This is an optimization exercise on Yosys and OpenROAD, whose aim is small area, a short achievable clock period and few clock cycles per item, not a production implementation. In this exercise RTL edits were held to simulation tests only and were not proved equivalent to the original.

job 164:
==> flow/design.v (excerpt) <==
module rgb_to_hue_saturation_top (
    input  logic       i_clk,
    input  logic       i_rst_n,
    input  logic       i_valid,
    output logic       o_ready,
    input  logic [7:0] i_red,
    input  logic [7:0] i_green,
    input  logic [7:0] i_blue,
    output logic       o_valid,
    input  logic       i_ready,
    output logic [7:0] o_hue,
    output logic [7:0] o_saturation
);
    logic w_en;
    logic [9:0] r_vld;
    logic [0:0] w_c_rg_0;
    logic [0:0] w_c_rb_0;
    logic [0:0] w_c_gb_0;
    logic [7:0] r1_B;
    logic [7:0] r1_G;
    logic [7:0] r1_R;
    logic [0:0] r1_c_gb;
    logic [0:0] r1_c_rb;
    logic [0:0] r1_c_rg;
    logic [0:0] w_rmx_0;
    logic [0:0] w_gmx_0;
    logic [2:0] w_j_0;
    logic [7:0] w_vmx_0;
    logic [7:0] w_vmn_0;
    logic [7:0] w_vmd_0;
    logic [0:0] w_odd_0;
    logic [7:0] w_ra_0;
    logic [7:0] w_rb_0;
    logic [7:0] w_d_0;
    logic [7:0] w_rp_0;
    logic [0:0] w_nzd_0;
    logic [0:0] w_nzr_0;
    logic [7:0] w_mx_0;
    logic [7:0] r2_d;
    logic [2:0] r2_j;
    logic [7:0] r2_mx;
    logic [0:0] r2_nzd;
    logic [0:0] r2_nzr;
    logic [7:0] r2_rp;
    logic [2:0] w_cs_0;
    logic [2:0] w_ch_0;
    logic [0:0] w_hl1_0;
    logic [0:0] w_hl2_0;
    logic [0:0] w_hl3_0;
    logic [0:0] w_hl4_0;
    logic [0:0] w_hl5_0;
    logic [0:0] w_hl6_0;
    logic [8:0] w_hh9_0;
    logic [8:0] w_sh9_0;
    logic [9:0] w_hdf_0;
    logic [9:0] w_sdf_0;
    logic [0:0] w_hq7_0;
    logic [0:0] w_sq7_0;
    logic [7:0] w_hr7_0;
    logic [7:0] w_sr7_0;
    logic [8:0] w_hh9_1;
    logic [7:0] w_sr_0;
    logic [2:0] w_hm_0;
    logic [7:0] r3_d;
    logic [8:0] r3_hh9;
    logic [0:0] r3_hl1;
    logic [0:0] r3_hl2;
    logic [0:0] r3_hl3;
    logic [0:0] r3_hl4;
    logic [0:0] r3_hl5;
    logic [2:0] r3_hm;
    logic [2:0] r3_j;
    logic [7:0] r3_mx;
    logic [0:0] r3_sq7;
    logic [7:0] r3_sr;
    logic [8:0] w_sh9_1;
    logic [9:0] w_hdf_1;
    logic [9:0] w_sdf_1;
    logic [0:0] w_hq6_0;
    logic [0:0] w_sq6_0;
    logic [7:0] w_hr6_0;
    logic [7:0] w_sr6_0;
    logic [8:0] w_hh9_2;
    logic [7:0] w_sr_1;
    logic [0:0] w_hb6_0;
    logic [1:0] w_ha6_0;
    logic [2:0] w_hm_1;
    logic [7:0] r4_d;
    logic [8:0] r4_hh9;
    logic [0:0] r4_hl1;
    logic [0:0] r4_hl2;
    logic [0:0] r4_hl3;
  ...
clock: 5.5 ns
lec_check: 0
abc_clock_period_in_ps: 3000
cap_margin: 20
core_margin: 2
core_utilization: 40
cts_buf_list: sky130_fd_sc_hd__clkbuf_8 sky130_fd_sc_hd__clkbuf_16
cts_cluster_diameter: 80
cts_cluster_size: 24
setup_slack_margin: 2.5
slew_margin: 20
run.sh (not shown) runs the stock make flow with config.mk's settings and CLKGATE_MAP_FILE= SYNTH_SCRIPT=/design/flow/synth_recipe.tcl, a recipe that flattens the netlist after the stock synthesis.
Testbench counts of job 164, summed over its fixed seeds: cycles 16,080, items 16,000.
Edits applied to the flow inputs when going from job 164 to job 7110:
Settings: CTS_BUF_LIST now sky130_fd_sc_hd__clkbuf_4 sky130_fd_sc_hd__clkbuf_8, was sky130_fd_sc_hd__clkbuf_8 sky130_fd_sc_hd__clkbuf_16; CTS_CLUSTER_SIZE now 20, was 24; SETUP_SLACK_MARGIN now 3.1, was 2.5; ABC_CLOCK_PERIOD_IN_PS no longer set, was 3000.
[summary]
No stage failed in job 7110, and the final checks on the layout all came back clean.
Cell count went up by a few percent going from job 164 to job 7110.
Worst hold margin ended up 5.0 ps higher on job 7110 than on job 164.
Looking at share of the final layout cell area in sequential cells across job 7110 and job 164, the one that comes out higher is job 164.
Compared with job 164, job 7110 shows wire length that has gone up by a little under 10%.
The following lists how job 6240 was set up differently from job 7110:
Settings: TNS_END_PERCENT now 5, previously not set; SETUP_SLACK_MARGIN now 2.8, was 3.1.
### Flow results
Run comparison: job 7110 capturing element of the worst setup path r10_hue[4]; job 6240 capturing element of the worst setup path r2_rp[6]
Higher final critical delay including setup and external delays among job 7110 and job 6240: job 6240
Of job 7110 and job 6240, job 6240 shows the higher critical path depth, with job 7110 below it.
Between job 7110 and job 6240, the flow reports count of non-filler cells in the finished layout decreasing by a few percent.
Input changes introduced in job 5968 (baseline for comparison: job 6240):
Settings: CORE_UTILIZATION now 55, was 40; PLACE_DENSITY now 0.8, previously not set; SETUP_SLACK_MARGIN now 2.6, was 2.8; TNS_END_PERCENT no longer set, was 5.
[summary]
Job 5968 finished every stage and its layout cleared the timing, design-rule and antenna checks. Setup skew after layout in job 5968 is 5.9 ps above job 6240.
--- input diff job 5968..job 9954 ---
Settings: ABC_CLOCK_PERIOD_IN_PS now 3600, previously not set; SETUP_SLACK_MARGIN now 2.5, was 2.6; CORE_UTILIZATION now 40, was 55; PLACE_DENSITY no longer set, was 0.8.
--- outcome ---
Delta (job 9954 minus job 5968): clock skew went up, number of nets in the final layout went down.
Job 9954 reports its type of the worst setup path as in2out while job 5968 reports reg2reg.
### job 9954 -> job 2176
Settings: ABC_CLOCK_PERIOD_IN_PS removed (was 3600); SETUP_SLACK_MARGIN changed from 2.5 to 2.6.
Findings:
Job 2176 — area of all placed cells without fillers 0.95% higher, job 9954 as reference
Job 2176 vs. job 9954: relative slew slack -5.6 points, count of routing violations after the opening detailed-route iteration -about 12%, sum of routed wire segments on met1 -about 1%.
Compared job 2176 against job 9954; synthesized cell count within noise.
Higher via count of the routed design among job 2176 and job 9954: job 2176

afterwards: timing with drivers on the ports:
How much do the figures lean on ideal ports? The routed layouts below were timed once more, with nothing changed but the port constraints. Step 1 (the two cells are an assumption about what drives the block):
set clk [get_ports {i_clk}]
set_driving_cell -lib_cell sky130_fd_sc_hd__clkbuf_16 $clk
set_driving_cell -lib_cell sky130_fd_sc_hd__buf_2 [delete_from_list [all_inputs] $clk]
Step 2 adds t to the input delays and takes it off the output delays; t is the mean of the earliest and latest rising clock arrival at the registers after step 1. Input paths then give back, and output paths get back, about the clock's delay inside the block. Three values: ideal ports, drivers, drivers and shift; two values: the first two.
run | t (ns) | setup slack, ns | worst setup path after step 2 | worst register clock-pin slew, ns
job 164 | 0.635 | 2.534 / 2.515 / 2.374 | input to register | 0.09 / 0.09
job 7110 | 0.670 | 2.627 / 2.627 / 2.507 | input to register | 0.12 / 0.12
job 6240 | 0.686 | 2.556 / 2.556 / 2.389 | input to register | 0.12 / 0.12
job 5968 | 0.651 | 2.454 / 2.454 / 2.386 | input to register | 0.12 / 0.12
job 9954 | 0.687 | 2.552 / 2.533 / 2.384 | input to register | 0.12 / 0.12
job 2176 | 0.684 | 2.617 / 2.617 / 2.377 | input to register | 0.12 / 0.12
After both steps setup and hold are still met in every run listed. The setup slack of job 2176, which loses most, moves by 0.000 ns with the drivers and by -0.240 ns with both steps.
